From an optimization exercise on the open Yosys and OpenROAD flow, aimed at small area and a short achievable clock period; shortcuts taken in it are not production practice.
Only simulation tests tie the RTL to the original design; equivalence was not proved.
Power figures rest on the tool's default switching activity, not on a simulated workload.

==> inputs of run a <==
Design id_stage, start of the top module:
module id_stage (
    input  logic                 clk,
    input  logic                 reset_i,
    input  logic                 valid_i,
    input  la_id_pkg::word_t     pc_i,
    input  la_id_pkg::inst_t     inst_i,
    input  logic                 ex_we_i,
    input  la_id_pkg::reg_addr_t ex_waddr_i,
    input  la_id_pkg::word_t     ex_wdata_i,
    input  logic                 mem_we_i,
    input  la_id_pkg::reg_addr_t mem_waddr_i,
    input  la_id_pkg::word_t     mem_wdata_i,
    input  logic                 wb_we_i,
    input  la_id_pkg::reg_addr_t wb_waddr_i,
    input  la_id_pkg::word_t     wb_wdata_i,
    output logic                 ex_valid_o,
    output la_id_pkg::alusel_t   ex_alusel_o,
    output la_id_pkg::aluop_t    ex_aluop_o,
    output la_id_pkg::word_t     ex_opa_o,
    output la_id_pkg::word_t     ex_opb_o,
    output la_id_pkg::reg_addr_t ex_waddr_o,
    output logic                 ex_we_o,
    output la_id_pkg::word_t     ex_link_addr_o,
    output logic                 ex_illegal_o,
    output logic                 branch_taken_o,
    output la_id_pkg::word_t     branch_target_o
);
==> flow/config.mk <==
export PLATFORM = sky130hd
export DESIGN_NAME = id_stage
export DESIGN_NICKNAME = id_stage
export VERILOG_FILES = /design/flow/design.v
export SDC_FILE = /design/flow/constraint.sdc
export NUM_CORES = 4
export LEC_CHECK = 0
export ABC_CLOCK_PERIOD_IN_PS = 10000
export CAP_MARGIN = 20
export CORE_MARGIN = 2
export CORE_UTILIZATION = 40
export SETUP_SLACK_MARGIN = 3
export SLEW_MARGIN = 20
export TNS_END_PERCENT = 0
==> flow/constraint.sdc <==
create_clock -name core_clock -period 12.0 [get_ports {clk}]
set_input_delay 2.4000 -clock core_clock [delete_from_list [all_inputs] [get_ports {clk}]]
set_output_delay 2.4000 -clock core_clock [all_outputs]
set_load 0.01 [all_outputs]
standard.sh (not shown) runs the stock make flow with config.mk's settings and CLKGATE_MAP_FILE= SYNTH_SCRIPT=/design/flow/synth_recipe.tcl, a recipe that flattens the netlist after the stock synthesis.
==> flow/flow/run.sh <==
#!/bin/bash
# Own layout flow: the standard flow (standard.sh), unchanged synthesis,
# with three changes to how the layout is made:
#  - the port buffers are buf_1 cells instead of the default pick
#  - clock tree synthesis builds from clkbuf_4/clkbuf_8 and adds no dummy loads
# Each step's full output goes to a log file in this folder; ORFS's own
# per-step logs stay under orfs/logs/.
set -euo pipefail
export BUFFER_PORTS_ARGS="-buffer_cell sky130_fd_sc_hd__buf_1"
export CTS_ARGS="-sink_clustering_enable -repair_clock_nets -dont_use_dummy_load -buf_list {sky130_fd_sc_hd__clkbuf_4 sky130_fd_sc_hd__clkbuf_8}"
bash standard.sh synth > synth.log 2>&1
bash standard.sh finish > layout.log 2>&1
test -s out/final.def
==> run b: changes against run a <==
==> flow/flow/run.sh (replaced) <==
#!/bin/bash
# Own layout flow: the standard flow (standard.sh), unchanged synthesis,
# with two changes to how the layout is made:
#  - the port buffers are buf_2 cells instead of the default pick
#  - clock tree synthesis adds no dummy loads
# Each step's full output goes to a log file in this folder; ORFS's own
# per-step logs stay under orfs/logs/.
set -euo pipefail
export BUFFER_PORTS_ARGS="-buffer_cell sky130_fd_sc_hd__buf_2"
export CTS_ARGS="-sink_clustering_enable -repair_clock_nets -dont_use_dummy_load"
bash standard.sh synth > synth.log 2>&1
bash standard.sh finish > layout.log 2>&1
test -s out/final.def
==> summary.txt <==
- Run b completed without violations. Run a went through all stages and came out clean.
- Of run a and run b, run a has the higher sequential share of layout area (gap 0.62 points).
- In run a the combinational power is smaller than in run b, by about 1%.
- In run a the clock-buffer cell count is higher than in run b, by 71.
- Against run b, the first-iteration DRC count of run a is smaller by 10%.
- Clock skew: run a is higher than run b (4.8 ps).
- Against run b, the global-route usage of run a is higher by 1.1 points.
- In die area, run b and run a do not differ.
- In sequential cell count, run a and run b do not differ.
- In synthesized area, run a and run b do not differ.
- In run b the power is higher than in run a, by 4.0%.
==> figures <==
Area of the multi-input gates: run b 0.0183 mm2; run a 0.0183 mm2
Clk pwr share: run b 38.7%; run a 36.3%
Delay of the slowest critical-path stage: run b 630 ps; run a 760 ps
Level count of the clock H-tree: run b 3; run a 4
Layout Utilization: run b 48.3%; run a 47.7%
Routed length on met1: run b 85.5 mm; run a 91.3 mm
Launch point of the worst hold path: run b u_regfile.valid_o[17]; run a u_regfile.valid_o[7]
Run status: run b no timing/DRC/antenna violations; run a no timing/DRC/antenna violations
GRT Util Overall: run b 39.8%; run a 40.9%
Tightest Pin Transition: run b 1180 ps; run a 1210 ps
Worst Setup SP: run b inst_i[9]; run a inst_i[5]
Antenna diode instance count: run b 20; run a 22
Mean number of vias per cell: run b 7.80; run a 7.71
Number of buffers added for setup after CTS: run b 56; run a 59
Final area over synthesized area: run b 1.199x; run a 1.186x
Critical path buffers and inverters: run b 6; run a 5
Vias after detailed routing: run b 46,300; run a 46,400
Tcrit/Tclk final: run b 85.1%; run a 85.9%
Met2 usage in global routing: run b 55.7%; run a 57.4%
Area of all placed cells without fillers: run b 0.0605 mm2; run a 0.0598 mm2
Number of clock buffers in the layout: run b 116; run a 187
Cell area after placement: run b 0.0553 mm2; run a 0.0552 mm2

-- afterwards: timing with drivers on the ports --
No port has a modelled driver above. Below, the same layouts with a new extraction and two added sets of constraints.
Step 1, drivers: a clkbuf_16 drives clk and a buf_2 each remaining input, both assumed.
Step 2 moves the port delays by t, midway between the first and last clock arrival at a register: inputs arrive t later, outputs are due t later. That takes back most of the time a late clock gives input paths.
Slacks: ideal / step 1 / step 2; pairs: ideal / step 1.
| run | t (ns) | setup WS [ns] | worst hold slack (ns) | clock arrival spread, ns | worst register clock-pin slew, ns |
|---|---|---|---|---|---|
| run a | 0.960 | 1.695 / 1.674 / 1.674 | 0.474 / 0.474 / 0.474 | 0.096 / 0.097 | 0.07 / 0.07 |
| run b | 0.804 | 1.785 / 1.759 / 1.759 | 0.489 / 0.489 / 0.489 | 0.102 / 0.102 | 0.07 / 0.07 |
After both steps setup and hold are still met in every run listed. The setup slack of run b, which loses most, moves by -0.026 ns with the drivers and by -0.026 ns with both steps.
